Source: an optimization exercise on an open RTL-to-GDS flow (aim: small area). Production flows keep margins and buffers that such runs may drop.
Function was checked by simulation only, so behaviour that the tests miss may differ from the original.
Power figures rest on the tool's default switching activity, not on a simulated workload.

[flow/design.v]
module prf_upd #(
    parameter int W = 32
) (
    input  logic [W-1:0] wd,
    input  logic         ld,
    input  logic         hold,
    input  logic [W-1:0] q,
    output logic [W-1:0] d
);
    assign d = (wd & {W{ld}}) | (q & {W{hold}});
endmodule
module prf_aoi3 (
    input  logic [2:0] sel,
    input  logic [2:0] q,
    output logic       yn
);
    assign yn = ~|(sel & q);
endmodule
module prf_rdbit #(
    parameter int N = 31
) (
    input  logic [N-1:0] sel,
    input  logic [N-1:0] q,
    output logic         y
);
    localparam int G = N / 3;
    logic [G-1:0] grp_n;
    for (genvar g = 0; g < G; g++) begin : g_grp
        prf_aoi3 u_aoi (.sel(sel[3*g +: 3]), .q(q[3*g +: 3]), .yn(grp_n[g]));
    end
    assign y = ~&grp_n | (|(sel[N-1:3*G] & q[N-1:3*G]));
endmodule
module prf_rdec #(
    parameter int AW = 5
) (
    input  logic [AW-1:0]    a,
    output logic [2**AW-1:1] y
);
    always_comb
        for (int k = 1; k < 2 ** AW; k++)
            y[k] = (a == AW'(k));
endmodule
module prf_wdec #(
    parameter int AW = 5
) (
    input  logic [AW-1:0]    a,
    input  logic             we,
    input  logic             rst,
    output logic [2**AW-1:1] ld,
    output logic [2**AW-1:1] hold
);
    always_comb
        for (int k = 1; k < 2 ** AW; k++) begin
            ld[k]   = we & (a == AW'(k)) & ~rst;
            hold[k] = ~(we & (a == AW'(k))) & ~rst;
        end
endmodule
module para_regfile #(
    parameter int DATA_WIDTH = 32,
    parameter int ADDR_WIDTH = 5,
    parameter int BYPASS     = 0
) (
    input  logic                  clk,
    input  logic                  rst,
    input  logic                  write_enable,
    input  logic [ADDR_WIDTH-1:0] write_addr,
    input  logic [DATA_WIDTH-1:0] write_data,
    input  logic [ADDR_WIDTH-1:0] read_addr1,
    input  logic [ADDR_WIDTH-1:0] read_addr2,
    output logic [DATA_WIDTH-1:0] read_data1,
    output logic [DATA_WIDTH-1:0] read_data2
);
    localparam int NREGS = 2 ** ADDR_WIDTH;
    logic [NREGS-1:1]      ld;
    logic [NREGS-1:1]      hold;
    logic [NREGS-1:1]      sel1;
    logic [NREGS-1:1]      sel2;
    logic [DATA_WIDTH-1:0] wdat;
    logic [DATA_WIDTH-1:0] regs [NREGS-1:1];
    logic [DATA_WIDTH-1:0] nxt  [NREGS-1:1];
    assign wdat = write_data;
    prf_wdec #(.AW(ADDR_WIDTH)) u_wdec (
        .a(write_addr), .we(write_enable), .rst(rst), .ld(ld), .hold(hold)
    );
    prf_rdec #(.AW(ADDR_WIDTH)) u_rdec1 (.a(read_addr1), .y(sel1));
    prf_rdec #(.AW(ADDR_WIDTH)) u_rdec2 (.a(read_addr2), .y(sel2));
    for (genvar k = 1; k < NREGS; k++) begin : g_row
        prf_upd #(.W(DATA_WIDTH)) u_upd (
            .wd(wdat), .ld(ld[k]), .hold(hold[k]), .q(regs[k]), .d(nxt[k])
        );
    end
    always_ff @(posedge clk) begin
        for (int k = 1; k < NREGS; k++)
            regs[k] <= nxt[k];
    end
    logic [DATA_WIDTH-1:0] rd1, rd2;
    for (genvar b = 0; b < DATA_WIDTH; b++) begin : g_col
        logic [NREGS-2:0] col;
        for (genvar k = 1; k < NREGS; k++) begin : g_bit
            assign col[k-1] = regs[k][b];
        end
        prf_rdbit #(.N(NREGS-1)) u_rd1 (.sel(sel1), .q(col), .y(rd1[b]));
        prf_rdbit #(.N(NREGS-1)) u_rd2 (.sel(sel2), .q(col), .y(rd2[b]));
    end
    if (BYPASS != 0) begin : g_bypass
        logic byp1, byp2;
        assign byp1 = (read_addr1 != '0) & write_enable & ~rst & (write_addr == read_addr1);
        assign byp2 = (read_addr2 != '0) & write_enable & ~rst & (write_addr == read_addr2);
        assign read_data1 = byp1 ? write_data : rd1;
        assign read_data2 = byp2 ? write_data : rd2;
    end else begin : g_nobypass
        assign read_data1 = rd1;
        assign read_data2 = rd2;
    end
endmodule
[flow/flow/run.sh]
#!/bin/bash
# The standard layout (standard.sh: unchanged synthesis, floorplan, power grid
# and tap cells) with three changes: the port buffers use a plain small buffer
# cell instead of the one buffer_ports picks by default; after placement,
# over-sized combinational cells are downsized where their load allows
# (flow/downsize.tcl); and clock tree synthesis uses small clusters of
# clkbuf_4 without dummy loads. Each tool's output goes to a log file here.
set -euo pipefail
here=$(pwd)
export BUFFER_PORTS_ARGS="-buffer_cell sky130_fd_sc_hd__buf_2"
export CTS_ARGS="-sink_clustering_enable -repair_clock_nets -dont_use_dummy_load -buf_list sky130_fd_sc_hd__clkbuf_4 -sink_clustering_size 8 -sink_clustering_max_diameter 40"
bash standard.sh place > standard_place.log 2>&1
RESULTS=$here/orfs/results/${FLOW_PLATFORM}/para_regfile/base \
DOWNSIZE_MARGIN=0.3 SLEW_MARGIN=10 CAP_MARGIN=10 \
DONT_USE_CELLS="sky130_fd_sc_hd__probe_p_8 sky130_fd_sc_hd__probec_p_8 sky130_fd_sc_hd__lpflow_*" \
  openroad -no_init -exit flow/downsize.tcl > downsize.log 2>&1
bash standard.sh > standard.log 2>&1
[flow/flow/downsize.tcl]
# Downsize over-sized combinational cells of the placed design: each cell whose
# output net's load (pins and estimated wire) stays within (1 - DOWNSIZE_MARGIN)
# of a smaller drive strength's max capacitance takes that smaller strength.
# Flip-flops and clock cells are left alone. Any slew or capacitance
# violation left is then repaired as the standard flow repairs it.
set results $::env(RESULTS)
read_liberty $::env(FLOW_HOME)/platforms/sky130hd/lib/sky130_fd_sc_hd__tt_025C_1v80.lib
read_db $results/3_place.odb
read_sdc $results/3_place.sdc
source $::env(FLOW_HOME)/platforms/sky130hd/setRC.tcl
source [file join [file dirname [info script]] maxcap.tcl]
set_dont_use $::env(DONT_USE_CELLS)
estimate_parasitics -placement
puts "area before [expr {[rsz::design_area] * 1e12}]"
report_worst_slack -max
set keep [expr {1.0 - $::env(DOWNSIZE_MARGIN)}]
set plan {}
foreach inst [get_cells *] {
  set m [get_property $inst ref_name]
  if {![regexp {^(sky130_fd_sc_hd__[a-z0-9]+)_([0-9]+)$} $m -> base sz]} continue
  if {[regexp {df|clk|lpflow|probe} $base] || $sz <= 1} continue
  set out [get_pins -of_objects $inst -filter "direction==output"]
  if {[llength $out] != 1} continue
  set net [get_nets -of_objects $out]
  set cap [expr {[$net capacitance [sta::cmd_scene] max] * 1e12}]
  foreach s {1 2 4} {
    if {$s >= $sz} break
    set small ${base}_$s
    if {![info exists maxcap($small)]} continue
    if {[llength [get_lib_cells */$small]] == 0} continue
    if {$maxcap($small) * $keep >= $cap} { lappend plan $inst $small; break }
  }
}
foreach {inst small} $plan {
  puts "downsize [get_full_name $inst] [get_property $inst ref_name] -> $small"
  replace_cell $inst $small
}
puts "downsized [expr {[llength $plan] / 2}] cells"
estimate_parasitics -placement
repair_design -slew_margin $::env(SLEW_MARGIN) -cap_margin $::env(CAP_MARGIN)
puts "area after [expr {[rsz::design_area] * 1e12}]"
report_worst_slack -max
report_check_types -max_slew -max_capacitance
write_db $results/3_place.odb
[flow/flow/maxcap.tcl]
# Max output capacitance (pF) of sky130hd cells, from the liberty file
array set maxcap {
  sky130_fd_sc_hd__a2111o_1 0.175791
  sky130_fd_sc_hd__a2111o_2 0.324107
  sky130_fd_sc_hd__a2111o_4 0.535593
  sky130_fd_sc_hd__a2111oi_0 0.021067
  sky130_fd_sc_hd__a2111oi_1 0.031138
  sky130_fd_sc_hd__a2111oi_2 0.056773
  sky130_fd_sc_hd__a2111oi_4 0.105296
  sky130_fd_sc_hd__a211o_1 0.176707
  sky130_fd_sc_hd__a211o_2 0.325022
  sky130_fd_sc_hd__a211o_4 0.559397
  sky130_fd_sc_hd__a211oi_1 0.047617
  sky130_fd_sc_hd__a211oi_2 0.088816
  sky130_fd_sc_hd__a211oi_4 0.141917
  sky130_fd_sc_hd__a21bo_1 0.183115
  sky130_fd_sc_hd__a21bo_2 0.288401
  sky130_fd_sc_hd__a21bo_4 0.475169
  sky130_fd_sc_hd__a21boi_0 0.048533
  sky130_fd_sc_hd__a21boi_1 0.075999
  sky130_fd_sc_hd__a21boi_2 0.129099
  sky130_fd_sc_hd__a21boi_4 0.215159
  sky130_fd_sc_hd__a21o_1 0.177622
  sky130_fd_sc_hd__a21o_2 0.309458
  sky130_fd_sc_hd__a21o_4 0.568552
  sky130_fd_sc_hd__a21oi_1 0.074168
  sky130_fd_sc_hd__a21oi_2 0.128184
  sky130_fd_sc_hd__a21oi_4 0.221568
  sky130_fd_sc_hd__a221o_1 0.158396
  sky130_fd_sc_hd__a221o_2 0.299387
  sky130_fd_sc_hd__a221o_4 0.537424
  sky130_fd_sc_hd__a221oi_1 0.054942
  sky130_fd_sc_hd__a221oi_2 0.09614
  sky130_fd_sc_hd__a221oi_4 0.166636
  sky130_fd_sc_hd__a222oi_1 0.065928
  sky130_fd_sc_hd__a22o_1 0.159312
  sky130_fd_sc_hd__a22o_2 0.301218
  sky130_fd_sc_hd__a22o_4 0.55665
  sky130_fd_sc_hd__a22oi_1 0.088816
  sky130_fd_sc_hd__a22oi_2 0.170298
  sky130_fd_sc_hd__a22oi_4 0.293894
  sky130_fd_sc_hd__a2bb2o_1 0.158396
  sky130_fd_sc_hd__a2bb2o_2 0.300303
  sky130_fd_sc_hd__a2bb2o_4 0.502634
  sky130_fd_sc_hd__a2bb2oi_1 0.06959
  sky130_fd_sc_hd__a2bb2oi_2 0.130015
  sky130_fd_sc_hd__a2bb2oi_4 0.226145
  sky130_fd_sc_hd__a311o_1 0.142832
  sky130_fd_sc_hd__a311o_2 0.298472
  sky130_fd_sc_hd__a311o_4 0.453196
  sky130_fd_sc_hd__a311oi_1 0.043955
  sky130_fd_sc_hd__a311oi_2 0.084238
  sky130_fd_sc_hd__a311oi_4 0.133677
  sky130_fd_sc_hd__a31o_1 0.160227
  sky130_fd_sc_hd__a31o_2 0.271922
  sky130_fd_sc_hd__a31o_4 0.498972
  sky130_fd_sc_hd__a31oi_1 0.065928
  sky130_fd_sc_hd__a31oi_2 0.118113
  sky130_fd_sc_hd__a31oi_4 0.211497
  sky130_fd_sc_hd__a32o_1 0.151072
  sky130_fd_sc_hd__a32o_2 0.264597
  sky130_fd_sc_hd__a32o_4 0.536509
  sky130_fd_sc_hd__a32oi_1 0.085154
  sky130_fd_sc_hd__a32oi_2 0.15565
  sky130_fd_sc_hd__a32oi_4 0.25178
  sky130_fd_sc_hd__a41o_1 0.16572
  sky130_fd_sc_hd__a41o_2 0.325022
  sky130_fd_sc_hd__a41o_4 0.560313
  sky130_fd_sc_hd__a41oi_1 0.065928
  sky130_fd_sc_hd__a41oi_2 0.124522
  sky130_fd_sc_hd__a41oi_4 0.194102
  sky130_fd_sc_hd__and2_0 0.108958
  sky130_fd_sc_hd__and2_1 0.158396
  sky130_fd_sc_hd__and2_2 0.303049
  sky130_fd_sc_hd__and2_4 0.539255
  sky130_fd_sc_hd__and2b_1 0.169383
  sky130_fd_sc_hd__and2b_2 0.310374
  sky130_fd_sc_hd__and2b_4 0.46876
  sky130_fd_sc_hd__and3_1 0.157481
  sky130_fd_sc_hd__and3_2 0.309458
  sky130_fd_sc_hd__and3_4 0.532847
  sky130_fd_sc_hd__and3b_1 0.157481
  sky130_fd_sc_hd__and3b_2 0.309458
  sky130_fd_sc_hd__and3b_4 0.46052
  sky130_fd_sc_hd__and4_1 0.161143
  sky130_fd_sc_hd__and4_2 0.300303
  sky130_fd_sc_hd__and4_4 0.531931
  sky130_fd_sc_hd__and4b_1 0.15565
  sky130_fd_sc_hd__and4b_2 0.297556
  sky130_fd_sc_hd__and4b_4 0.463267
  sky130_fd_sc_hd__and4bb_1 0.156565
  sky130_fd_sc_hd__and4bb_2 0.27009
  sky130_fd_sc_hd__and4bb_4 0.461436
  sky130_fd_sc_hd__buf_1 0.130015
  sky130_fd_sc_hd__buf_12 5.0
  sky130_fd_sc_hd__buf_16 5.0
  sky130_fd_sc_hd__buf_2 0.315867
  sky130_fd_sc_hd__buf_4 0.561228
  sky130_fd_sc_hd__buf_6 0.785532
  sky130_fd_sc_hd__buf_8 5.0
  sky130_fd_sc_hd__bufbuf_16 1.49415
  sky130_fd_sc_hd__bufbuf_8 0.941172
  sky130_fd_sc_hd__bufinv_16 1.509714
  sky130_fd_sc_hd__bufinv_8 0.942087
  sky130_fd_sc_hd__clkbuf_1 0.130015
  sky130_fd_sc_hd__clkbuf_16 1.531687
  sky130_fd_sc_hd__clkbuf_2 0.281077
  sky130_fd_sc_hd__clkbuf_4 0.517283
  sky130_fd_sc_hd__clkbuf_8 0.909128
  sky130_fd_sc_hd__clkdlybuf4s15_1 0.160227
  sky130_fd_sc_hd__clkdlybuf4s15_2 0.280161
  sky130_fd_sc_hd__clkdlybuf4s18_1 0.160227
  sky130_fd_sc_hd__clkdlybuf4s18_2 0.297556
  sky130_fd_sc_hd__clkdlybuf4s25_1 0.151987
  sky130_fd_sc_hd__clkdlybuf4s25_2 0.298472
  sky130_fd_sc_hd__clkdlybuf4s50_1 0.156565
  sky130_fd_sc_hd__clkdlybuf4s50_2 0.292979
  sky130_fd_sc_hd__clkinv_1 0.19044
  sky130_fd_sc_hd__clkinv_16 2.348337
  sky130_fd_sc_hd__clkinv_2 0.395518
  sky130_fd_sc_hd__clkinv_4 0.782786
  sky130_fd_sc_hd__clkinv_8 1.38154
  sky130_fd_sc_hd__clkinvlp_2 0.154734
  sky130_fd_sc_hd__clkinvlp_4 0.32136
  sky130_fd_sc_hd__conb_1 1.9038
  sky130_fd_sc_hd__dfbbn_1 0.168467
  sky130_fd_sc_hd__dfbbn_2 0.31312
  sky130_fd_sc_hd__dfbbp_1 0.168467
  sky130_fd_sc_hd__dfrbp_1 0.16572
  sky130_fd_sc_hd__dfrbp_2 0.253611
  sky130_fd_sc_hd__dfrtn_1 0.174876
  sky130_fd_sc_hd__dfrtp_1 0.174876
  sky130_fd_sc_hd__dfrtp_2 0.322276
  sky130_fd_sc_hd__dfrtp_4 0.551157
  sky130_fd_sc_hd__dfsbp_1 0.166636
  sky130_fd_sc_hd__dfsbp_2 0.311289
  sky130_fd_sc_hd__dfstp_1 0.167551
  sky130_fd_sc_hd__dfstp_2 0.311289
  sky130_fd_sc_hd__dfstp_4 0.622568
  sky130_fd_sc_hd__dfxbp_1 0.159312
  sky130_fd_sc_hd__dfxbp_2 0.292063
  sky130_fd_sc_hd__dfxtp_1 0.162058
  sky130_fd_sc_hd__dfxtp_2 0.303049
  sky130_fd_sc_hd__dfxtp_4 0.54658
  sky130_fd_sc_hd__dlclkp_1 0.152903
  sky130_fd_sc_hd__dlclkp_2 0.295725
  sky130_fd_sc_hd__dlclkp_4 0.508128
  sky130_fd_sc_hd__dlrbn_1 0.162058
  sky130_fd_sc_hd__dlrbn_2 0.285654
  sky130_fd_sc_hd__dlrbp_1 0.161143
  sky130_fd_sc_hd__dlrbp_2 0.287486
  sky130_fd_sc_hd__dlrtn_1 0.158396
  sky130_fd_sc_hd__dlrtn_2 0.285654
  sky130_fd_sc_hd__dlrtn_4 0.545664
  sky130_fd_sc_hd__dlrtp_1 0.157481
  sky130_fd_sc_hd__dlrtp_2 0.285654
  sky130_fd_sc_hd__dlrtp_4 0.545664
  sky130_fd_sc_hd__dlxbn_1 0.161143
  sky130_fd_sc_hd__dlxbn_2 0.293894
  sky130_fd_sc_hd__dlxbp_1 0.161143
  sky130_fd_sc_hd__dlxtn_1 0.162058
  sky130_fd_sc_hd__dlxtn_2 0.303965
  sky130_fd_sc_hd__dlxtn_4 0.545664
  sky130_fd_sc_hd__dlxtp_1 0.160227
  sky130_fd_sc_hd__dlygate4sd1_1 0.159312
  sky130_fd_sc_hd__dlygate4sd2_1 0.159312
  sky130_fd_sc_hd__dlygate4sd3_1 0.154734
  sky130_fd_sc_hd__dlymetal6s2s_1 0.157481
  sky130_fd_sc_hd__dlymetal6s4s_1 0.156565
  sky130_fd_sc_hd__dlymetal6s6s_1 0.160227
  sky130_fd_sc_hd__ebufn_1 0.075999
  sky130_fd_sc_hd__ebufn_2 0.125437
  sky130_fd_sc_hd__ebufn_4 0.219736
  sky130_fd_sc_hd__ebufn_8 0.380869
  sky130_fd_sc_hd__edfxbp_1 0.170298
  sky130_fd_sc_hd__edfxtp_1 0.171214
  sky130_fd_sc_hd__einvn_0 0.050364
  sky130_fd_sc_hd__einvn_1 0.074168
  sky130_fd_sc_hd__einvn_2 0.128184
  sky130_fd_sc_hd__einvn_4 0.244456
  sky130_fd_sc_hd__einvn_8 0.411082
  sky130_fd_sc_hd__einvp_1 0.076914
  sky130_fd_sc_hd__einvp_2 0.135508
  sky130_fd_sc_hd__einvp_4 0.236216
  sky130_fd_sc_hd__einvp_8 0.403757
  sky130_fd_sc_hd__fa_1 0.156565
  sky130_fd_sc_hd__fa_2 0.292979
  sky130_fd_sc_hd__fa_4 0.532847
  sky130_fd_sc_hd__fah_1 0.162974
  sky130_fd_sc_hd__fahcin_1 0.071421
  sky130_fd_sc_hd__fahcon_1 0.068675
  sky130_fd_sc_hd__ha_1 0.157481
  sky130_fd_sc_hd__ha_2 0.295725
  sky130_fd_sc_hd__ha_4 0.523691
  sky130_fd_sc_hd__inv_1 0.181284
  sky130_fd_sc_hd__inv_12 1.417246
  sky130_fd_sc_hd__inv_16 1.681833
  sky130_fd_sc_hd__inv_2 0.331431
  sky130_fd_sc_hd__inv_4 0.563059
  sky130_fd_sc_hd__inv_6 0.782786
  sky130_fd_sc_hd__inv_8 1.035471
  sky130_fd_sc_hd__lpflow_clkbufkapwr_1 0.13093
  sky130_fd_sc_hd__lpflow_clkbufkapwr_16 1.742258
  sky130_fd_sc_hd__lpflow_clkbufkapwr_2 0.281992
  sky130_fd_sc_hd__lpflow_clkbufkapwr_4 0.52186
  sky130_fd_sc_hd__lpflow_clkbufkapwr_8 0.950327
  sky130_fd_sc_hd__lpflow_clkinvkapwr_1 0.191355
  sky130_fd_sc_hd__lpflow_clkinvkapwr_16 2.351084
  sky130_fd_sc_hd__lpflow_clkinvkapwr_2 0.395518
  sky130_fd_sc_hd__lpflow_clkinvkapwr_4 0.784617
  sky130_fd_sc_hd__lpflow_clkinvkapwr_8 1.42457
  sky130_fd_sc_hd__lpflow_inputiso0n_1 0.158396
  sky130_fd_sc_hd__lpflow_inputiso0p_1 0.169383
  sky130_fd_sc_hd__lpflow_inputiso1n_1 0.169383
  sky130_fd_sc_hd__lpflow_inputiso1p_1 0.164805
  sky130_fd_sc_hd__lpflow_inputisolatch_1 0.162058
  sky130_fd_sc_hd__lpflow_isobufsrc_1 0.082407
  sky130_fd_sc_hd__lpflow_isobufsrc_16 0.576792
  sky130_fd_sc_hd__lpflow_isobufsrc_2 0.142832
  sky130_fd_sc_hd__lpflow_isobufsrc_4 0.254527
  sky130_fd_sc_hd__lpflow_isobufsrc_8 0.420237
  sky130_fd_sc_hd__lpflow_isobufsrckapwr_16 1.71937
  sky130_fd_sc_hd__lpflow_lsbuf_lh_hl_isowell_tap_1 0.128184
  sky130_fd_sc_hd__lpflow_lsbuf_lh_hl_isowell_tap_2 0.301218
  sky130_fd_sc_hd__lpflow_lsbuf_lh_hl_isowell_tap_4 0.549326
  sky130_fd_sc_hd__lpflow_lsbuf_lh_isowell_4 0.549326
  sky130_fd_sc_hd__lpflow_lsbuf_lh_isowell_tap_1 0.128184
  sky130_fd_sc_hd__lpflow_lsbuf_lh_isowell_tap_2 0.301218
  sky130_fd_sc_hd__lpflow_lsbuf_lh_isowell_tap_4 0.549326
  sky130_fd_sc_hd__macro_sparecell 1.8948
  sky130_fd_sc_hd__maj3_1 0.15565
  sky130_fd_sc_hd__maj3_2 0.30488
  sky130_fd_sc_hd__maj3_4 0.534678
  sky130_fd_sc_hd__mux2_1 0.173045
  sky130_fd_sc_hd__mux2_2 0.297556
  sky130_fd_sc_hd__mux2_4 0.536509
  sky130_fd_sc_hd__mux2_8 0.931101
  sky130_fd_sc_hd__mux2i_1 0.068675
  sky130_fd_sc_hd__mux2i_2 0.108042
  sky130_fd_sc_hd__mux2i_4 0.19044
  sky130_fd_sc_hd__mux4_1 0.161143
  sky130_fd_sc_hd__mux4_2 0.301218
  sky130_fd_sc_hd__mux4_4 0.548411
  sky130_fd_sc_hd__nand2_1 0.166636
  sky130_fd_sc_hd__nand2_2 0.295725
  sky130_fd_sc_hd__nand2_4 0.5301
  sky130_fd_sc_hd__nand2_8 0.933848
  sky130_fd_sc_hd__nand2b_1 0.150156
  sky130_fd_sc_hd__nand2b_2 0.285654
  sky130_fd_sc_hd__nand2b_4 0.52186
  sky130_fd_sc_hd__nand3_1 0.146494
  sky130_fd_sc_hd__nand3_2 0.26002
  sky130_fd_sc_hd__nand3_4 0.469675
  sky130_fd_sc_hd__nand3b_1 0.143748
  sky130_fd_sc_hd__nand3b_2 0.263682
  sky130_fd_sc_hd__nand3b_4 0.479746
  sky130_fd_sc_hd__nand4_1 0.124522
  sky130_fd_sc_hd__nand4_2 0.20051
  sky130_fd_sc_hd__nand4_4 0.357981
  sky130_fd_sc_hd__nand4b_1 0.124522
  sky130_fd_sc_hd__nand4b_2 0.20051
  sky130_fd_sc_hd__nand4b_4 0.36439
  sky130_fd_sc_hd__nand4bb_1 0.123606
  sky130_fd_sc_hd__nand4bb_2 0.20051
  sky130_fd_sc_hd__nand4bb_4 0.35615
  sky130_fd_sc_hd__nor2_1 0.08607
  sky130_fd_sc_hd__nor2_2 0.141917
  sky130_fd_sc_hd__nor2_4 0.25178
  sky130_fd_sc_hd__nor2_8 0.433054
  sky130_fd_sc_hd__nor2b_1 0.082407
  sky130_fd_sc_hd__nor2b_2 0.142832
  sky130_fd_sc_hd__nor2b_4 0.254527
  sky130_fd_sc_hd__nor3_1 0.052195
  sky130_fd_sc_hd__nor3_2 0.092478
  sky130_fd_sc_hd__nor3_4 0.153819
  sky130_fd_sc_hd__nor3b_1 0.049448
  sky130_fd_sc_hd__nor3b_2 0.093394
  sky130_fd_sc_hd__nor3b_4 0.146494
  sky130_fd_sc_hd__nor4_1 0.036631
  sky130_fd_sc_hd__nor4_2 0.064097
  sky130_fd_sc_hd__nor4_4 0.11262
  sky130_fd_sc_hd__nor4b_1 0.033884
  sky130_fd_sc_hd__nor4b_2 0.065012
  sky130_fd_sc_hd__nor4b_4 0.113535
  sky130_fd_sc_hd__nor4bb_1 0.036631
  sky130_fd_sc_hd__nor4bb_2 0.060435
  sky130_fd_sc_hd__nor4bb_4 0.111704
  sky130_fd_sc_hd__o2111a_1 0.161143
  sky130_fd_sc_hd__o2111a_2 0.299387
  sky130_fd_sc_hd__o2111a_4 0.551157
  sky130_fd_sc_hd__o2111ai_1 0.071421
  sky130_fd_sc_hd__o2111ai_2 0.129099
  sky130_fd_sc_hd__o2111ai_4 0.215159
  sky130_fd_sc_hd__o211a_1 0.183115
  sky130_fd_sc_hd__o211a_2 0.268259
  sky130_fd_sc_hd__o211a_4 0.509043
  sky130_fd_sc_hd__o211ai_1 0.074168
  sky130_fd_sc_hd__o211ai_2 0.133677
  sky130_fd_sc_hd__o211ai_4 0.215159
  sky130_fd_sc_hd__o21a_1 0.162974
  sky130_fd_sc_hd__o21a_2 0.29481
  sky130_fd_sc_hd__o21a_4 0.509959
  sky130_fd_sc_hd__o21ai_0 0.050364
  sky130_fd_sc_hd__o21ai_1 0.080576
  sky130_fd_sc_hd__o21ai_2 0.13917
  sky130_fd_sc_hd__o21ai_4 0.224314
  sky130_fd_sc_hd__o21ba_1 0.156565
  sky130_fd_sc_hd__o21ba_2 0.264597
  sky130_fd_sc_hd__o21ba_4 0.45228
  sky130_fd_sc_hd__o21bai_1 0.07783
  sky130_fd_sc_hd__o21bai_2 0.140086
  sky130_fd_sc_hd__o21bai_4 0.245371
  sky130_fd_sc_hd__o221a_1 0.152903
  sky130_fd_sc_hd__o221a_2 0.281077
  sky130_fd_sc_hd__o221a_4 0.487986
  sky130_fd_sc_hd__o221ai_1 0.070506
  sky130_fd_sc_hd__o221ai_2 0.128184
  sky130_fd_sc_hd__o221ai_4 0.216074
  sky130_fd_sc_hd__o22a_1 0.162058
  sky130_fd_sc_hd__o22a_2 0.30488
  sky130_fd_sc_hd__o22a_4 0.5301
  sky130_fd_sc_hd__o22ai_1 0.073252
  sky130_fd_sc_hd__o22ai_2 0.137339
  sky130_fd_sc_hd__o22ai_4 0.21699
  sky130_fd_sc_hd__o2bb2a_1 0.156565
  sky130_fd_sc_hd__o2bb2a_2 0.29481
  sky130_fd_sc_hd__o2bb2a_4 0.497141
  sky130_fd_sc_hd__o2bb2ai_1 0.075999
  sky130_fd_sc_hd__o2bb2ai_2 0.134592
  sky130_fd_sc_hd__o2bb2ai_4 0.246287
  sky130_fd_sc_hd__o311a_1 0.15565
  sky130_fd_sc_hd__o311a_2 0.293894
  sky130_fd_sc_hd__o311a_4 0.539255
  sky130_fd_sc_hd__o311ai_0 0.029307
  sky130_fd_sc_hd__o311ai_1 0.045786
  sky130_fd_sc_hd__o311ai_2 0.082407
  sky130_fd_sc_hd__o311ai_4 0.142832
  sky130_fd_sc_hd__o31a_1 0.149241
  sky130_fd_sc_hd__o31a_2 0.285654
  sky130_fd_sc_hd__o31a_4 0.544749
  sky130_fd_sc_hd__o31ai_1 0.047617
  sky130_fd_sc_hd__o31ai_2 0.080576
  sky130_fd_sc_hd__o31ai_4 0.144663
  sky130_fd_sc_hd__o32a_1 0.150156
  sky130_fd_sc_hd__o32a_2 0.300303
  sky130_fd_sc_hd__o32a_4 0.55665
  sky130_fd_sc_hd__o32ai_1 0.046702
  sky130_fd_sc_hd__o32ai_2 0.088816
  sky130_fd_sc_hd__o32ai_4 0.153819
  sky130_fd_sc_hd__o41a_1 0.14741
  sky130_fd_sc_hd__o41a_2 0.305796
  sky130_fd_sc_hd__o41a_4 0.544749
  sky130_fd_sc_hd__o41ai_1 0.033884
  sky130_fd_sc_hd__o41ai_2 0.062266
  sky130_fd_sc_hd__o41ai_4 0.108958
  sky130_fd_sc_hd__or2_0 0.100718
  sky130_fd_sc_hd__or2_1 0.164805
  sky130_fd_sc_hd__or2_2 0.299387
  sky130_fd_sc_hd__or2_4 0.514536
  sky130_fd_sc_hd__or2b_1 0.169383
  sky130_fd_sc_hd__or2b_2 0.312205
  sky130_fd_sc_hd__or2b_4 0.515452
  sky130_fd_sc_hd__or3_1 0.167551
  sky130_fd_sc_hd__or3_2 0.310374
  sky130_fd_sc_hd__or3_4 0.531931
  sky130_fd_sc_hd__or3b_1 0.167551
  sky130_fd_sc_hd__or3b_2 0.269175
  sky130_fd_sc_hd__or3b_4 0.469675
  sky130_fd_sc_hd__or4_1 0.167551
  sky130_fd_sc_hd__or4_2 0.310374
  sky130_fd_sc_hd__or4_4 0.534678
  sky130_fd_sc_hd__or4b_1 0.167551
  sky130_fd_sc_hd__or4b_2 0.265513
  sky130_fd_sc_hd__or4b_4 0.533762
  sky130_fd_sc_hd__or4bb_1 0.167551
  sky130_fd_sc_hd__or4bb_2 0.312205
  sky130_fd_sc_hd__or4bb_4 0.532847
  sky130_fd_sc_hd__probe_p_8 0.954905
  sky130_fd_sc_hd__probec_p_8 0.952158
  sky130_fd_sc_hd__sdfbbn_1 0.168467
  sky130_fd_sc_hd__sdfbbn_2 0.31312
  sky130_fd_sc_hd__sdfbbp_1 0.168467
  sky130_fd_sc_hd__sdfrbp_1 0.181284
  sky130_fd_sc_hd__sdfrbp_2 0.253611
  sky130_fd_sc_hd__sdfrtn_1 0.1822
  sky130_fd_sc_hd__sdfrtp_1 0.183115
  sky130_fd_sc_hd__sdfrtp_2 0.328684
  sky130_fd_sc_hd__sdfrtp_4 0.58137
  sky130_fd_sc_hd__sdfsbp_1 0.168467
  sky130_fd_sc_hd__sdfsbp_2 0.309458
  sky130_fd_sc_hd__sdfstp_1 0.167551
  sky130_fd_sc_hd__sdfstp_2 0.315867
  sky130_fd_sc_hd__sdfstp_4 0.554819
  sky130_fd_sc_hd__sdfxbp_1 0.159312
  sky130_fd_sc_hd__sdfxbp_2 0.290232
  sky130_fd_sc_hd__sdfxtp_1 0.162974
  sky130_fd_sc_hd__sdfxtp_2 0.308543
  sky130_fd_sc_hd__sdfxtp_4 0.539255
  sky130_fd_sc_hd__sdlclkp_1 0.154734
  sky130_fd_sc_hd__sdlclkp_2 0.301218
  sky130_fd_sc_hd__sdlclkp_4 0.532847
  sky130_fd_sc_hd__sedfxbp_1 0.170298
  sky130_fd_sc_hd__sedfxbp_2 0.314036
  sky130_fd_sc_hd__sedfxtp_1 0.171214
  sky130_fd_sc_hd__sedfxtp_2 0.315867
  sky130_fd_sc_hd__sedfxtp_4 0.560313
  sky130_fd_sc_hd__xnor2_1 0.06959
  sky130_fd_sc_hd__xnor2_2 0.121775
  sky130_fd_sc_hd__xnor2_4 0.211497
  sky130_fd_sc_hd__xnor3_1 0.154734
  sky130_fd_sc_hd__xnor3_2 0.301218
  sky130_fd_sc_hd__xnor3_4 0.554819
  sky130_fd_sc_hd__xor2_1 0.076914
  sky130_fd_sc_hd__xor2_2 0.130015
  sky130_fd_sc_hd__xor2_4 0.219736
  sky130_fd_sc_hd__xor3_1 0.151072
  sky130_fd_sc_hd__xor3_2 0.285654
  sky130_fd_sc_hd__xor3_4 0.506296
}
[flow/standard.sh]
#!/bin/bash
# synth_recipe.tcl (not shown) runs the flow's synth.tcl, then flattens the netlist and writes it again
# the make line also repeats each setting of config.mk as NAME=value (left out here)
make -C /OpenROAD-flow-scripts/flow DESIGN_CONFIG=/design/flow/config.mk WORK_HOME=/design/flow/orfs CLKGATE_MAP_FILE= SYNTH_SCRIPT=/design/flow/synth_recipe.tcl "${@:-finish}"
[flow/config.mk]
export PLATFORM = sky130hd
export DESIGN_NAME = para_regfile
export DESIGN_NICKNAME = para_regfile
export VERILOG_FILES = /design/flow/design.v
export SDC_FILE = /design/flow/constraint.sdc
export NUM_CORES = 4
export LEC_CHECK = 0
export CAP_MARGIN = 10
export CORE_MARGIN = 2
export CORE_UTILIZATION = 45
export PLACE_DENSITY = 0.55
export SLEW_MARGIN = 10
export SYNTH_HIERARCHICAL = 1
export SYNTH_MINIMUM_KEEP_SIZE = 0
[flow/constraint.sdc]
create_clock -name core_clock -period 7.0 [get_ports {clk}]
set_input_delay 1.4000 -clock core_clock [delete_from_list [all_inputs] [get_ports {clk}]]
set_output_delay 1.4000 -clock core_clock [all_outputs]
set_load 0.01 [all_outputs]
==> results.toml, run 1 <==
[cells_and_area]
largest_reg_flops = 992
post-route-util = 0.474
multi_input_area_sq_um = 18100
fill_cells = 8079
regMostFlops = "regs"
top_regs = "regs (992)"
layout.nets = 3523
areaGrowthSynthToFinish_pct = 4.39
ff_latch_area_sq_um = 19900
drive_gt1_frac = 0.0974

[global_routing]
antenna_found_initial = 9
grt_overflow = 0
grt_pass1_vias = 37800
grtUsageTotal = 0.396
grt_pass1_wl_microns = 265000
grt_max_degree = 33

[clock_tree]
post_cts_buffers = 0
cts_root_buffer = "clkbuf_4"
clk_path_buf_depth = 3
clock_latency_ps = 1060
cts_hold_buf = 0
cts_tree = "done"
clock_sinks = 992
cts_made_buffers = 160
clk_pin_slew_ps = 80
cts-resized-gates = 0
h-tree-depth = 4

[sta]
fin_crit_sh = 0.902
period_minus_slack_ps = 6320
max-slew-margin-rel = 0.0868
fin_tns_setup_ps = 0
finalClockSkew_ps = 0
drv_slew = 0
worst_slew_pin_slew_ps = 1370
rsz0062_at_grt = "no"
finalHoldViolations = 0
setup_viol = 0
fmax_ghz = 0.158

[setup_path]
reg2reg_depth = 1
critPathArrivalTime_ps = 4920
critPathCaptureType = "output port"
cp.required_ps = 5600
cp-start-kind = "input pin"
cp_max_fo = 18
r2r_start = "regs[16][30]"
crit_type = "input pin to output port"
crit_path_start = "read_addr2[3]"

[route]
vias = 38900
drc = 0
antenna_left = 0
routed_wl_microns = 189000
wl_per_cell_microns = 40.7
first_pass_iters = 13
via_per_inst = 8.38
first_iter_violations = 9447

[logic_synthesis]
ys_seq_area_frac = 0.496
syn_nets = 3314
synth_seq_cells = 992
synth-edff-count = 0
syn-cell-area_sq_um = 40000
yosysUniqueCellTypes = 37
synthCells = 3264
yosysWarnings = 12
syn_area_per_cell_sq_um = 12.3
synth-async-reset-ratio = 0
ys.flop_type = "dfxtp_1"

[power_and_ir_drop]
swShare = 0.271
ir_drop_v = 0.000164
pwr-share-seq = 0.612
p_clk_frac = 0.327
power_density_nw_per_um2 = 223
power_leakage_nw = 15.2
p_int_mw = 6.80
power_frac_comb = 0.061
p_switching_mw = 2.53

[floorplan]
dieArea_sq_um = 91400
pin_count = 114
die_h_microns = 302
core_area_sq_um = 88200
initial_core_util = 0.454
fp-row-count = 109
dieWidth_microns = 302

[status]
status = "complete, no violations"

[hold_path]
whs_path_depth = 1
holdCritPathClass = "register to register"
min-delay-start = "regs[14][5]"

[flow_run]
max_cap_viol_count = 0

[placed_design]
hpwl_microns = 110000
gp_congestion = 0.955
io_buffers = 113
-- per-layer routing --
layer,part of all wire,track usage
met2,0.42,0.578
met4,0.059,0.224
met3,0.15,0.144
met5,0.00054,0
met1,0.37,0.506
-- layout by cell type (no fill, tap or decap), types with 26 or more instances in the layout --
cell type / count
a2111o_1: 64
buf_2: 118
a21oi_1: 26
nand4_1: 128
buf_1: 118
clkbuf_4: 160
dfxtp_1: 992
nand2_1: 68
a22o_1: 992
nor2_4: 32
a222oi_1: 640
-- Yosys stat by module (local to each module, per instance), excerpt --
| module | flip-flops and latches | times used |
|---|---|---|
| para_regfile | 992 | 1 |
| prf_aoi3 | 0 | 640 |
-- power by group through the flow --
stage / combinational (mW) / clock, mW / sequential, mW
after floorplan: 0.261 / 0 / 5.84
after global placement: 0.574 / 0 / 5.84
after detailed placement: 0.585 / 0 / 5.84
after CTS: 0.536 / 3.07 / 5.71
after global routing: 0.565 / 3.29 / 5.72
final: 0.568 / 3.05 / 5.72
-- worst paths after layout --
kind                    end  slack [ps]
max reg2reg    regs[16][30]        6320
min reg2reg     regs[14][5]         500
min             regs[14][5]         500
max          read_data2[11]         680
-- cell families after synthesis --
group                  count (synthesis)  synth area share
buffers and inverters                209            0.0551
DFF                                  992             0.496
AOI/OAI and AO/OA                   1727             0.401
and+or+nand+nor                      336            0.0480
-- stage by stage --
step	cells	area, sq um	hold slack, ps	setup slack [ps]	total power, mW
2_1_floorplan	3264	40000	460	2230	6.10
3_3_place_gp	4476	41900	472	1260	6.42
3_5_place_dp	4476	41900	475	1210	6.43
4_1_cts	4636	41800	500	793	9.32
5_1_grt	4638	41800	514	734	9.57
6_report	4640	41800	500	685	9.33
-- synthesized netlist by cell type (4+ instances only) --
library cell | n | area, sq um
nand4_1 | 128 | 801
a22o_1 | 930 | 8150
nor2_1 | 63 | 236
and4bb_1 | 4 | 50.1
a2111o_1 | 64 | 721
nor3_2 | 6 | 60.1
nand2_1 | 66 | 248
nor3_1 | 20 | 100
buf_6 | 187 | 2110
dfxtp_1 | 992 | 19900
nand2b_1 | 7 | 43.8
a22o_2 | 62 | 621
clkbuf_1 | 10 | 37.5
buf_2 | 8 | 40.0
or3b_4 | 6 | 67.6
a21oi_1 | 27 | 135
a222oi_1 | 640 | 6410
a31oi_1 | 4 | 25.0
nand3b_1 | 6 | 45.0
nor4_1 | 4 | 25.0
-- area by class of cell --
cell class,instances,area share
multi-input cells,2063,0.433
repair buffers,255,0.0281
clock buffers,160,0.0287
well taps,1165,0.0349
diodes,4,0.000239
inverters,1,0.0000898
flip-flops and latches,992,0.475
-- critical path, cell delays in order --
cell and delay (ps):
buf_1 210, nand2b_1 740, nor2_4 320, buf_1 570
a222oi_1 520, nand4_1 440, a2111o_1 530, buf_1 150
==> run 2, diff against run 1 <==
--- a/flow/flow/run.sh
+++ b/flow/flow/run.sh
@@ -13,3 +13,3 @@
 RESULTS=$here/orfs/results/${FLOW_PLATFORM}/para_regfile/base \
-DOWNSIZE_MARGIN=0.3 SLEW_MARGIN=10 CAP_MARGIN=10 \
+DOWNSIZE_MARGIN=0.3 SLEW_MARGIN=15 CAP_MARGIN=15 \
 DONT_USE_CELLS="sky130_fd_sc_hd__probe_p_8 sky130_fd_sc_hd__probec_p_8 sky130_fd_sc_hd__lpflow_*" \
--- a/flow/config.mk
+++ b/flow/config.mk
@@ -7,7 +7,7 @@
 export LEC_CHECK = 0
-export CAP_MARGIN = 10
+export CAP_MARGIN = 15
 export CORE_MARGIN = 2
-export CORE_UTILIZATION = 45
-export PLACE_DENSITY = 0.55
-export SLEW_MARGIN = 10
+export CORE_UTILIZATION = 40
+export PLACE_DENSITY = 0.7
+export SLEW_MARGIN = 15
 export SYNTH_HIERARCHICAL = 1
==> run 2 against run 1 <==
Utilization decreased by 5.4 points. Worst setup slack got worse by 170 ps. Synthesized cell count unchanged. Clock power decreased by 3%. Fmax decreased by 2.6%. Critical path type unchanged. Power decreased by 1.2%. Flip-flop and latch count unchanged. Combinational power decreased by 2%. First-iteration DRC count increased by 1.0%. Sequential power about the same.
==> results.toml, run 2 <==
[clock_tree]
h-tree-depth = 4
cts_root_buffer = "clkbuf_4"
clk_path_buf_depth = 3
clk_pin_slew_ps = 60
cts_made_buffers = 149
cts-resized-gates = 0
post_cts_buffers = 0
cts_tree = "done"
clock_sinks = 992
cts_hold_buf = 0
clock_latency_ps = 1090

[placed_design]
io_buffers = 113
place_ws_ps = 1330
hpwl_microns = 99100
gp_congestion = 0.971

[logic_synthesis]
syn_nets = 3314
syn-cell-area_sq_um = 40000
synth_top_area_cell = "dfxtp_1"
synth-async-reset-ratio = 0
synthTopCellsByArea = "dfxtp_1 50%, a22o_1 20%, a222oi_1 16%, buf_6 5.3%, nand4_1 2.0%"
yosysUniqueCellTypes = 37
synth_seq_cells = 992
synth.most_common_cell = "dfxtp_1"
synth-edff-count = 0
ys_seq_area_frac = 0.496
ys.flop_type = "dfxtp_1"
synth_top_area_share = 0.496
yosysWarnings = 12
synthCells = 3264
ys_top_cells_by_count = "992 x dfxtp_1, 930 x a22o_1, 640 x a222oi_1, 187 x buf_6, 128 x nand4_1"
syn_area_per_cell_sq_um = 12.3

[sta]
setup_viol = 0
fin_tns_setup_ps = 0
fmax_ghz = 0.154
period_minus_slack_ps = 6490
fin_crit_sh = 0.927
setup_ws_ps = 513
rsz0062_at_grt = "no"
max-slew-margin-rel = 0.0683
worst_slew_pin_slew_ps = 1400
finalHoldViolations = 0
drv_slew = 0
finalClockSkew_ps = 0

[cells_and_area]
drive_gt1_frac = 0.0945
regMostFlops = "regs"
ff_latch_area_sq_um = 19900
multi_input_area_sq_um = 18200
layout.nets = 3471
largest_reg_flops = 992
areaGrowthSynthToFinish_pct = 4.56
top_regs = "regs (992)"
fill_cells = 9381
layout_common_cells = "992 x a22o_1, 992 x dfxtp_1, 640 x a222oi_1"

[setup_path]
cp.required_ps = 5600
cp-start-kind = "input pin"
critPathArrivalTime_ps = 5090
crit_type = "input pin to output port"
crit_family = "simple AND/OR/NAND/NOR gates"
slowest_delay_ps = 900
rrSetupSlack_ps = 6320
cp_common_cell = "buf_1"
slowest_stage = "nor2_2"
cp_cell_sequence = "buf_1 > or3b_1 > nor2_2 > buf_1 > a222oi_1 > nand4_1 > a2111o_1 > buf_1"
cp_max_fo = 17
critPathCaptureType = "output port"
cp_num_buf_inv = 3

[route]
drc = 0
via_per_inst = 8.13
vias = 38400
first_pass_iters = 13
routed_wl_microns = 173000
antenna_left = 0
first_iter_violations = 9541
wl_per_cell_microns = 36.7

[floorplan]
initial_core_util = 0.402
pin_count = 114
core_area_sq_um = 99700
dieArea_sq_um = 103000
die_h_microns = 320
dieWidth_microns = 320
fp-row-count = 116

[power_and_ir_drop]
power_frac_comb = 0.060
ir_drop_v = 0.000141
p_switching_mw = 2.49
power_density_nw_per_um2 = 220
swShare = 0.270
p_clk_frac = 0.320
pwr-share-seq = 0.620
p_int_mw = 6.73
power_leakage_nw = 15.1

[hold_path]
holdCritPathClass = "register to register"

[status]
status = "complete, no violations"

[global_routing]
antenna_found_initial = 11
grt_pass1_vias = 35800
grtUsageTotal = 0.320
grt_pass1_wl_microns = 247000
grt_max_degree = 43
grt_overflow = 0

[flow_run]
max_cap_viol_count = 0
[run 2: final timing paths]
path | startpoint | endpoint | cells after the start
hold reg to reg | regs[7][28] | regs[7][28] | 1
setup / recovery | read_addr2[2] | read_data2[2] | 8
hold / removal | regs[7][28] | regs[7][28] | 1
setup reg to reg | regs[28][24] | regs[28][24] | 1
[run 2: modules after synthesis (local to each module, per instance), excerpt]
module | flip-flops and latches | copies in the design | area, sq um | cells
para_regfile | 992 | 1 | 19900 | 992
prf_aoi3 | 0 | 640 | 10.0 | 1
[run 2: layout make-up]
| cell class | instances | area share |
|---|---|---|
| timing repair buffer | 214 | 0.0246 |
| multi-input combinational | 2063 | 0.435 |
| sequential | 992 | 0.474 |
| tap | 1298 | 0.0388 |
| clock buffer | 149 | 0.0267 |
| inverter | 1 | 0.0000897 |
| antenna | 8 | 0.000478 |
[run 2: per-layer routing]
layer	track usage	part of all wire
met1	0.400	0.35
met2	0.468	0.41
met3	0.127	0.16
met4	0.184	0.075
met5	0	0.0018
[run 2: cells by family (layout without fill, tap and decap cells)]
| kind of cell | Yosys count | in the layout | share of synthesized area |
|---|---|---|---|
| AOI/OAI and AO/OA | 1727 | 1727 | 0.401 |
| buffers and inverters | 209 | 364 | 0.0551 |
| DFF | 992 | 992 | 0.496 |
| other | 0 | 8 | 0 |
| and+or+nand+nor | 336 | 336 | 0.0480 |
[run 2: stage by stage]
stage,hold WS (ps),util,power [mW],instance area [sq um],std cells
6_report,500,0.420,9.22,41900,4725
3_5_place_dp,477,0.419,6.40,41700,4563
2_1_floorplan,460,-,6.10,40000,3264
4_1_cts,497,0.419,9.15,41700,4712
3_3_place_gp,472,0.419,6.40,41700,4563
5_1_grt,519,0.420,9.42,41900,4719
[run 2: power by group through the flow]
| stage | logic, mW | clock network (mW) | registers [mW] |
|---|---|---|---|
| after floorplan | 0.261 | 0 | 5.84 |
| after global placement | 0.552 | 0 | 5.84 |
| after detailed placement | 0.557 | 0 | 5.84 |
| after CTS | 0.513 | 2.93 | 5.71 |
| after global routing | 0.546 | 3.15 | 5.72 |
| final | 0.554 | 2.95 | 5.72 |
==> run 3, diff against run 2 <==
--- a/flow/flow/run.sh
+++ b/flow/flow/run.sh
@@ -13,3 +13,3 @@
 RESULTS=$here/orfs/results/${FLOW_PLATFORM}/para_regfile/base \
-DOWNSIZE_MARGIN=0.3 SLEW_MARGIN=15 CAP_MARGIN=15 \
+DOWNSIZE_MARGIN=0.25 SLEW_MARGIN=15 CAP_MARGIN=15 \
 DONT_USE_CELLS="sky130_fd_sc_hd__probe_p_8 sky130_fd_sc_hd__probec_p_8 sky130_fd_sc_hd__lpflow_*" \
--- a/flow/config.mk
+++ b/flow/config.mk
@@ -10,3 +10,3 @@
 export CORE_UTILIZATION = 40
-export PLACE_DENSITY = 0.7
+export PLACE_DENSITY = 0.75
 export SLEW_MARGIN = 15
==> run 3 against run 2 <==
Synthesized cell count unchanged. Final cell count increased by 0.11%. Largest cell class unchanged. Register-to-register slack about the same. Die area unchanged. Sequential power about the same. Still clean on timing, DRC and antenna. Count of clock-buffer cells in the layout unchanged. Power about the same. Via count increased by 0.68%. Area after synthesis unchanged. Fmax decreased by 0.26%.
==> results.toml, run 3 <==
[setup_path]
crit_type = "input pin to output port"
cp.required_ps = 5600
cp-endpoint = "read_data2[2]"
r2r_start = "regs[31][10]"
cp-start-kind = "input pin"
critPathCaptureType = "output port"
cp_max_fo = 19
reg2reg_depth = 1
crit_path_start = "read_addr2[4]"
timing.rr.end = "regs[31][10]"
critPathArrivalTime_ps = 5100
rrSetupSlack_ps = 6310

[logic_synthesis]
synth_top_family_by_area = "compound AO/OA/AOI/OAI gates"
synth-edff-count = 0
synth_fa_ha_area_frac = 0
synthTopCellsByArea = "dfxtp_1 50%, a22o_1 20%, a222oi_1 16%, buf_6 5.3%, nand4_1 2.0%"
ys_seq_area_frac = 0.496
synth_top_area_share = 0.496
synth_xor_area_frac = 0
synth_seq_cells = 992
ys_top_cells_by_count = "992 x dfxtp_1, 930 x a22o_1, 640 x a222oi_1, 187 x buf_6, 128 x nand4_1"
syn_area_per_cell_sq_um = 12.3
synth_top_area_cell = "dfxtp_1"
yosysUniqueCellTypes = 37
yosysWarnings = 12
synth_compound_area_frac = 0.401
syn_nets = 3314
ys.flop_type = "dfxtp_1"
synth-async-reset-ratio = 0
syn-cell-area_sq_um = 40000
synth.most_common_cell = "dfxtp_1"
synthSimpleGateAreaFrac = 0.0480
synthCells = 3264
synthMuxAreaShare = 0

[floorplan]
initial_core_util = 0.402
dieWidth_microns = 320
fp-row-count = 116
dieArea_sq_um = 103000
pin_count = 114
core_area_sq_um = 99700
die_h_microns = 320

[power_and_ir_drop]
power_density_nw_per_um2 = 220
power_leakage_nw = 15.0
p_int_mw = 6.73
swShare = 0.270
p_switching_mw = 2.49
ir_drop_v = 0.000152
p_clk_frac = 0.320
power_frac_comb = 0.060
pwr-share-seq = 0.620

[cells_and_area]
top_regs = "regs (992)"
areaGrowthSynthToFinish_pct = 4.44
largest_reg_flops = 992
ff_latch_area_sq_um = 19900
fill_cells = 9346
regMostFlops = "regs"
drive_gt1_frac = 0.0952
layout.nets = 3475
layout_common_cells = "992 x a22o_1, 992 x dfxtp_1, 640 x a222oi_1"
multi_input_area_sq_um = 18200
design_area_sq_um = 41800

[flow_run]
max_cap_viol_count = 0

[status]
status = "complete, no violations"

[clock_tree]
clock_sinks = 992
cts_tree = "done"
h-tree-depth = 4
clk_path_buf_depth = 3
clk_pin_slew_ps = 90
cts_hold_buf = 0
cts-resized-gates = 0
cts_made_buffers = 149
post_cts_buffers = 0
cts_root_buffer = "clkbuf_4"
clock_latency_ps = 1090

[route]
first_iter_violations = 10200
drc = 0
antenna_left = 0
routed_wl_microns = 174000
via_per_inst = 8.18
first_pass_iters = 20
vias = 38700
wl_per_cell_microns = 36.8

[global_routing]
antenna_found_initial = 17
grt_pass1_vias = 35500
grt_overflow = 0
grt_pass1_wl_microns = 248000
grt_max_degree = 43
grtUsageTotal = 0.321

[sta]
setup_viol = 0
max-slew-margin-rel = 0.0496
fmax_ghz = 0.154
drv_slew = 0
rsz0062_at_grt = "no"
fin_tns_setup_ps = 0
worst_slew_pin_slew_ps = 1420
finalClockSkew_ps = 0
fin_crit_sh = 0.929
period_minus_slack_ps = 6500
finalHoldViolations = 0

[placed_design]
hpwl_microns = 100000
placed_cell_area_sq_um = 41800
io_buffers = 113
gp_congestion = 0.935

[hold_path]
holdCritPathClass = "register to register"
[run 3: cell types whose count changed in the layout (fill, tap and decap cells not counted), sizes merged]
cell / previous run / this run
diode: 8 / 9
buf: 214 / 218
[run 3: final cells by class]
class | count | share of cell area
Inverter | 1 | 0.0000898
Clock buffer | 149 | 0.0267
Multi-Input combinational cell | 2063 | 0.436
Timing Repair Buffer | 218 | 0.0231
Sequential cell | 992 | 0.475
Tap cell | 1298 | 0.0388
Antenna cell | 9 | 0.000539
[run 3: how the worst min path moves through the flow]
stage,cells past startpoint,startpoint,endpoint,slack (ps)
2_1_floorplan,1,regs[10][10],regs[10][10],460
3_3_place_gp,1,regs[22][11],regs[22][11],470
3_5_place_dp,1,regs[17][10],regs[17][10],480
4_1_cts,1,regs[5][24],regs[5][24],500
5_1_grt,1,regs[30][18],regs[30][18],510
6_report,1,regs[26][26],regs[26][26],510
[run 3: per-module statistics from Yosys, one instance, submodules excluded, a selection]
module / cells / flip-flops and latches
para_regfile: 992 / 992
prf_aoi3: 1 / 0
[run 3: cell families after synthesis]
family | Yosys count
DFF | 992
and+or+nand+nor | 336
AOI/OAI and AO/OA | 1727
buffers and inverters | 209
[run 3: layer usage]
layer | share of wire | wire [microns] | global-route usage
met5 | 0.0011 | 187 | 0.00236
met4 | 0.079 | 13800 | 0.200
met3 | 0.18 | 30700 | 0.144
met2 | 0.40 | 68700 | 0.449
met1 | 0.35 | 60500 | 0.401
[run 3: critical path: stages]
cell      delay, ps
buf_1           290
nand2_1         450
nor2_2         1160
buf_1           750
a222oi_1        240
nand4_1         230
a2111o_1        350
buf_1           220
[run 3: per-stage QoR]
| step | hold slack [ps] | instances | utilization | worst slack, ps | power (mW) |
|---|---|---|---|---|---|
| global route | 514 | 4723 | 0.419 | 557 | 9.40 |
| floorplan | 460 | 3264 | - | 2230 | 6.10 |
| detailed placement | 477 | 4571 | 0.419 | 1330 | 6.40 |
| CTS | 501 | 4720 | 0.419 | 924 | 9.14 |
| global placement | 473 | 4571 | 0.419 | 1370 | 6.39 |
| finish | 505 | 4730 | 0.419 | 496 | 9.22 |
[run 3: power by group through the flow]
stage          Sequential, mW  Clock [mW]  Combinational [mW]
6_report                 5.72        2.95               0.552
5_1_grt                  5.72        3.14               0.545
4_1_cts                  5.71        2.92               0.511
3_5_place_dp             5.84           0               0.554
3_3_place_gp             5.84           0               0.545
2_1_floorplan            5.84           0               0.261

-- separate check: timing with driven ports --
How much do the figures lean on ideal ports? The routed layouts below were timed once more, with nothing changed but the port constraints.
Step 1 assumes that a clkbuf_16 drives the clock port and a buf_2 every other input.
Step 2 also shifts input and output timing later by t, the mid clock arrival at the registers, as if the neighbouring blocks saw the same clock.
Slacks: ideal / step 1 / step 2; pairs: ideal / step 1.
| run | shift t [ns] | setup WS [ns] | worst setup path at the end |
|---|---|---|---|
| run 1 | 1.120 | 0.685 / 0.659 / 0.659 | input to output |
| run 2 | 1.119 | 0.513 / 0.486 / 0.486 | input to output |
| run 3 | 1.138 | 0.496 / 0.455 / 0.455 | input to output |
After both steps every run listed still meets setup and hold. The setup slack of run 3, which loses most, moves by -0.041 ns with the drivers and by -0.041 ns with both steps.
